From an optimization exercise on the open Yosys and OpenROAD flow, aimed at small area; shortcuts taken in it are not production practice. Power figures rest on the tool's default switching activity, not on a simulated workload.

## P
## cmd_desc_writer
module cmd_desc_writer #(
  parameter int unsigned WIDTH = 32
) (
  input  logic                  clk,
  input  logic                  resetn,
  input  logic                  start,
  input  logic                  abort,
  input  logic [31:0]           header_in,
  input  logic [31:0]           base_addr,
  input  logic [WIDTH*13-1:0]   reg_snapshot,
  input  logic                  wr_ready,
  output logic                  wr_valid,
  output logic [31:0]           wr_addr,
  output logic [WIDTH-1:0]      wr_data,
  output logic                  wr_last,
  output logic                  busy,
  output logic                  done,
  output logic                  aborted,
  output logic [5:0]            beat_cnt
);
  localparam int unsigned NREGS  = 13;
  localparam int unsigned SNAP_W = WIDTH * NREGS;
  function automatic int midx(input int k);
    case (k)
      0: midx = 1;   1: midx = 2;   2: midx = 3;   3: midx = 5;
      4: midx = 7;   5: midx = 9;   6: midx = 10;  7: midx = 11;
      8: midx = 13;  9: midx = 18;  10: midx = 19; 11: midx = 20;
      default: midx = 29;
    endcase
  endfunction
  logic              valid_q, done_q, aborted_q;
  logic [5:0]        cnt_q;
  logic              hdr_q;                   
  logic [30:0]       mask_q;                  
  logic              h0_q;                    
  logic [29:0]       base_q;
  logic [SNAP_W-1:0] snap_q;
  logic              busy_w, acc, hs, ab, last;
  logic [30:0]       below;                   
  logic [30:0]       mask_nx;                 
  logic [WIDTH-1:0]  pay;
  logic [29:0]       addr;                    
  logic [30:0]       ac;
  logic [5:0]        cnt_inc;                 
  logic [6:0]        ic;
  assign busy_w = valid_q | done_q;
  assign acc    = start & ~busy_w;
  assign hs     = valid_q & wr_ready;
  assign ab     = abort & busy_w;
  always_comb begin
    below[0] = 1'b0;
    for (int i = 1; i < 31; i++) below[i] = below[i-1] | mask_q[i-1];
  end
  assign mask_nx = mask_q & below;
  assign last    = hdr_q ? (mask_q == 31'd0) : (mask_nx == 31'd0);
  always_comb begin
    pay = '0;
    for (int k = 0; k < NREGS; k++)
  ...
Size: about 1100 cells after synthesis, ~490 flip-flops, about 560 I/O pins, ~19000 um2 of cells after synthesis.
==> flow/config.mk <==
export PLATFORM = sky130hd
export DESIGN_NAME = cmd_desc_writer
export DESIGN_NICKNAME = cmd_desc_writer
export VERILOG_FILES = /design/flow/design.v
export SDC_FILE = /design/flow/constraint.sdc
export NUM_CORES = 4
export LEC_CHECK = 0
export CAP_MARGIN = 20
export CORE_MARGIN = 2
export CORE_UTILIZATION = 60
export SLEW_MARGIN = 20
==> flow/constraint.sdc <==
create_clock -name core_clock -period 6.0 [get_ports {clk}]
set_input_delay 1.2000 -clock core_clock [delete_from_list [all_inputs] [get_ports {clk}]]
set_output_delay 1.2000 -clock core_clock [all_outputs]
set_load 0.01 [all_outputs]
standard.sh (not shown) runs the stock make flow with config.mk's settings and CLKGATE_MAP_FILE= SYNTH_SCRIPT=/design/flow/synth_recipe.tcl, a recipe that flattens the netlist after the stock synthesis.
==> flow/flow/run.sh <==
#!/bin/bash
# Standard layout, with the port buffers made from the smallest buffer cell
# and a clock tree built from large sink clusters without dummy loads.
export BUFFER_PORTS_ARGS="-buffer_cell sky130_fd_sc_hd__buf_1"
export CTS_ARGS="-sink_clustering_enable -repair_clock_nets -dont_use_dummy_load -sink_clustering_size 30 -sink_clustering_max_diameter 100 -buf_list {sky130_fd_sc_hd__clkbuf_8 sky130_fd_sc_hd__clkbuf_16}"
bash standard.sh > standard.log 2>&1
Completing all stages was not enough for P: its layout failed the final checks because of setup timing.
Here is what was changed in the inputs of Q compared with P.
==> flow/flow/run.sh <==
#!/bin/bash
# Standard layout, with the port buffers made from the smallest buffer cell
# and a clock tree built from large sink clusters without dummy loads.
export BUFFER_PORTS_ARGS="-buffer_cell sky130_fd_sc_hd__buf_1"
export CTS_ARGS="-sink_clustering_enable -repair_clock_nets -dont_use_dummy_load -sink_clustering_size 20 -sink_clustering_max_diameter 60 -buf_list {sky130_fd_sc_hd__clkbuf_4 sky130_fd_sc_hd__clkbuf_8}"
bash standard.sh > standard.log 2>&1
Notes after the runs:
Complete run, failing final checks: Q, reason setup timing. Changes observed in Q relative to P: final cell count up 14; clock-cell share of area closely matched the old numbers; worst setup slack went up 40 ps. Against P, Q comes in 0.6 points lower on proportion of power drawn by the clock network.
No functional check of the RTL was part of any run of this note.

Another version of the RTL of cmd_desc_writer (not shown whole).
For scale: about 1,200 cells after synthesis, roughly 490 flip-flops, roughly 560 I/O pins.
clock: 6.0 ns
lec_check: 0
cap_margin: 20
core_margin: 2
core_utilization: 60
slew_margin: 20
==> flow/flow/run.sh <==
#!/bin/bash
# Standard layout, with the port buffers made from the smallest buffer cell
# and a clock tree built from large sink clusters without dummy loads.
export BUFFER_PORTS_ARGS="-buffer_cell sky130_fd_sc_hd__buf_1"
export CTS_ARGS="-sink_clustering_enable -repair_clock_nets -dont_use_dummy_load -sink_clustering_size 16 -sink_clustering_max_diameter 50 -buf_list {sky130_fd_sc_hd__clkbuf_8}"
bash standard.sh > standard.log 2>&1
Next try:
==> flow/flow/run.sh (replaced) <==
#!/bin/bash
# Standard layout with three changes:
#  - after the standard synthesis, the combinational logic between the
#    registers is re-mapped by ABC with an area script (the registers, their
#    cells and names are kept as the standard synthesis made them)
#  - the port buffers use the smallest buffer cell
#  - the clock tree uses clkbuf_8 with larger sink clusters and no dummy loads
set -euo pipefail
export BUFFER_PORTS_ARGS="-buffer_cell sky130_fd_sc_hd__buf_1"
export CTS_ARGS="-sink_clustering_enable -repair_clock_nets -dont_use_dummy_load -sink_clustering_size 20 -sink_clustering_max_diameter 60 -buf_list {sky130_fd_sc_hd__clkbuf_8}"

bash standard.sh synth > synth.log 2>&1

RES=orfs/results/$FLOW_PLATFORM/cmd_desc_writer/base
LIB=$FLOW_HOME/platforms/$FLOW_PLATFORM/lib/sky130_fd_sc_hd__tt_025C_1v80.lib
cp $RES/1_2_yosys.v $RES/1_2_yosys_std.v
# the platform's don't-use cells stay unused
DONT=$(grep -oE 'sky130_fd_sc_hd__(lpflow_|probe)\w*' $FLOW_HOME/platforms/$FLOW_PLATFORM/config.mk | sort -u | sed 's/^/-dont_use /' | tr '\n' ' ')
KEEP=$(grep -oE '^\s*sky130_fd_sc_hd__(df|edf|sdf|dl|conb)\w*' $RES/1_2_yosys_std.v | sort -u | tr -d ' ' | tr '\n' ' ')
cat > reabc.ys <<EOY
read_liberty -ignore_miss_func $LIB
read_verilog $RES/1_2_yosys_std.v
hierarchy -top $FLOW_TOP
setattr -mod -set keep_hierarchy 1 $KEEP
flatten
opt_clean
abc -liberty $LIB $DONT -script flow/area.abc
opt_clean -purge
select $FLOW_TOP
write_verilog -noattr -nohex -nodec -selected $RES/1_2_yosys.v
EOY
yosys -s reabc.ys > reabc.log 2>&1
rm -f $RES/1_synth.odb $RES/1_synth.sdc

bash standard.sh > standard.log 2>&1
==> flow/flow/area.abc (new file) <==
strash
dc2
&get -n
&st
&syn2
&dch -f
&nf -R 1000
&st
&syn2
&dch -f
&nf -R 1000
&st
&dch -f
&nf -R 1000
&put
mfs2
&get -n
&st
&dch -f
&nf -R 1000
&put
--- a/flow/config.mk
+++ b/flow/config.mk
@@ -10 +10 @@
-export CORE_UTILIZATION = 60
+export CORE_UTILIZATION = 40
The new run finished with max-slew violations, negative setup slack left.
Synthesized cell count goes down by a few percent.
Fmax goes down by a few percent.
Clock skew goes up by 0.049 ns.
Worst setup slack degrades by 0.34 ns.
Design area goes up by a few percent.
Die area goes up by well over a third.
Via count goes up slightly.
Wire length goes up by about a fifth.
Next try:
==> flow/flow/run.sh (replaced) <==
#!/bin/bash
# Standard layout, with the port buffers made from the smallest buffer cell
# and a clock tree built from large sink clusters without dummy loads.
export BUFFER_PORTS_ARGS="-buffer_cell sky130_fd_sc_hd__buf_1"
export CTS_ARGS="-sink_clustering_enable -repair_clock_nets -dont_use_dummy_load -sink_clustering_size 16 -sink_clustering_max_diameter 50 -buf_list {sky130_fd_sc_hd__clkbuf_8 sky130_fd_sc_hd__clkbuf_16}"
bash standard.sh > standard.log 2>&1
--- a/flow/config.mk
+++ b/flow/config.mk
@@ -10 +10 @@
-export CORE_UTILIZATION = 40
+export CORE_UTILIZATION = 60
removed: flow/flow/area.abc
Now the flow went through all stages and came out clean.
Sequential share of layout area grows by 0.96 points.
Clock-buffer cell count grows by 8.
Critical path depth shrinks by 16.
Worst setup slack is better by 0.38 ns.
Clock power grows by 54%.
Final cell count shrinks by 10%.
Utilization grows by 23 points.
Worst hold slack is better by 0.051 ns.
Via count shrinks by 1.6%.
Next try:
==> flow/flow/run.sh (replaced) <==
#!/bin/bash
# Standard layout, with the port buffers made from the smallest buffer cell
# and a clock tree built from large sink clusters without dummy loads.
export BUFFER_PORTS_ARGS="-buffer_cell sky130_fd_sc_hd__buf_1"
export CTS_ARGS="-sink_clustering_enable -repair_clock_nets -dont_use_dummy_load -sink_clustering_size 20 -sink_clustering_max_diameter 60 -buf_list {sky130_fd_sc_hd__clkbuf_8}"
bash standard.sh > standard.log 2>&1
The new run passed the timing, DRC and antenna checks.
Sequential share of layout area grows by 1.7 points.
Final cell count is about the same.
Register-to-register slack is better by 0.02 ns.
Non-clock buffer count climbs by 4.
Routed wire length went down slightly.
Total power is lower by roughly a tenth.
Function was not checked in any run of this note: the RTL went through the layout flow alone.

static timing again, ports no longer ideal:
In the flow no input, the clock included, has a driving cell. The finished layouts below were timed again as built, in two steps. Step 1, drivers: a clkbuf_16 drives clk and a buf_2 each remaining input, both assumed. Step 2 adds t to the input delays and takes it off the output delays; t is the mean of the earliest and latest rising clock arrival at the registers after step 1. Input paths then give back, and output paths get back, about the clock's delay inside the block. a / b / c = ideal / step 1 / step 2; a / b = the first two.
run | t (ns) | setup slack, ns | hold slack, ns
P | 0.572 | -1.924 / -1.979 / -1.407 | 0.575 / 0.575 / 0.575
Q | 0.593 | -1.885 / -1.936 / -1.342 | 0.567 / 0.567 / 0.567
the first run of note 2 | 0.623 | 0.047 / -0.006 / 0.617 | 0.589 / 0.561 / 0.589
the second run of note 2 | 0.633 | -0.296 / -0.296 / -0.296 | 0.534 / 0.527 / 0.534
the third run of note 2 | 0.577 | 0.080 / 0.025 / 0.602 | 0.585 / 0.585 / 0.585
the fourth run of note 2 | 0.595 | 0.100 / 0.052 / 0.646 | 0.564 / 0.564 / 0.564
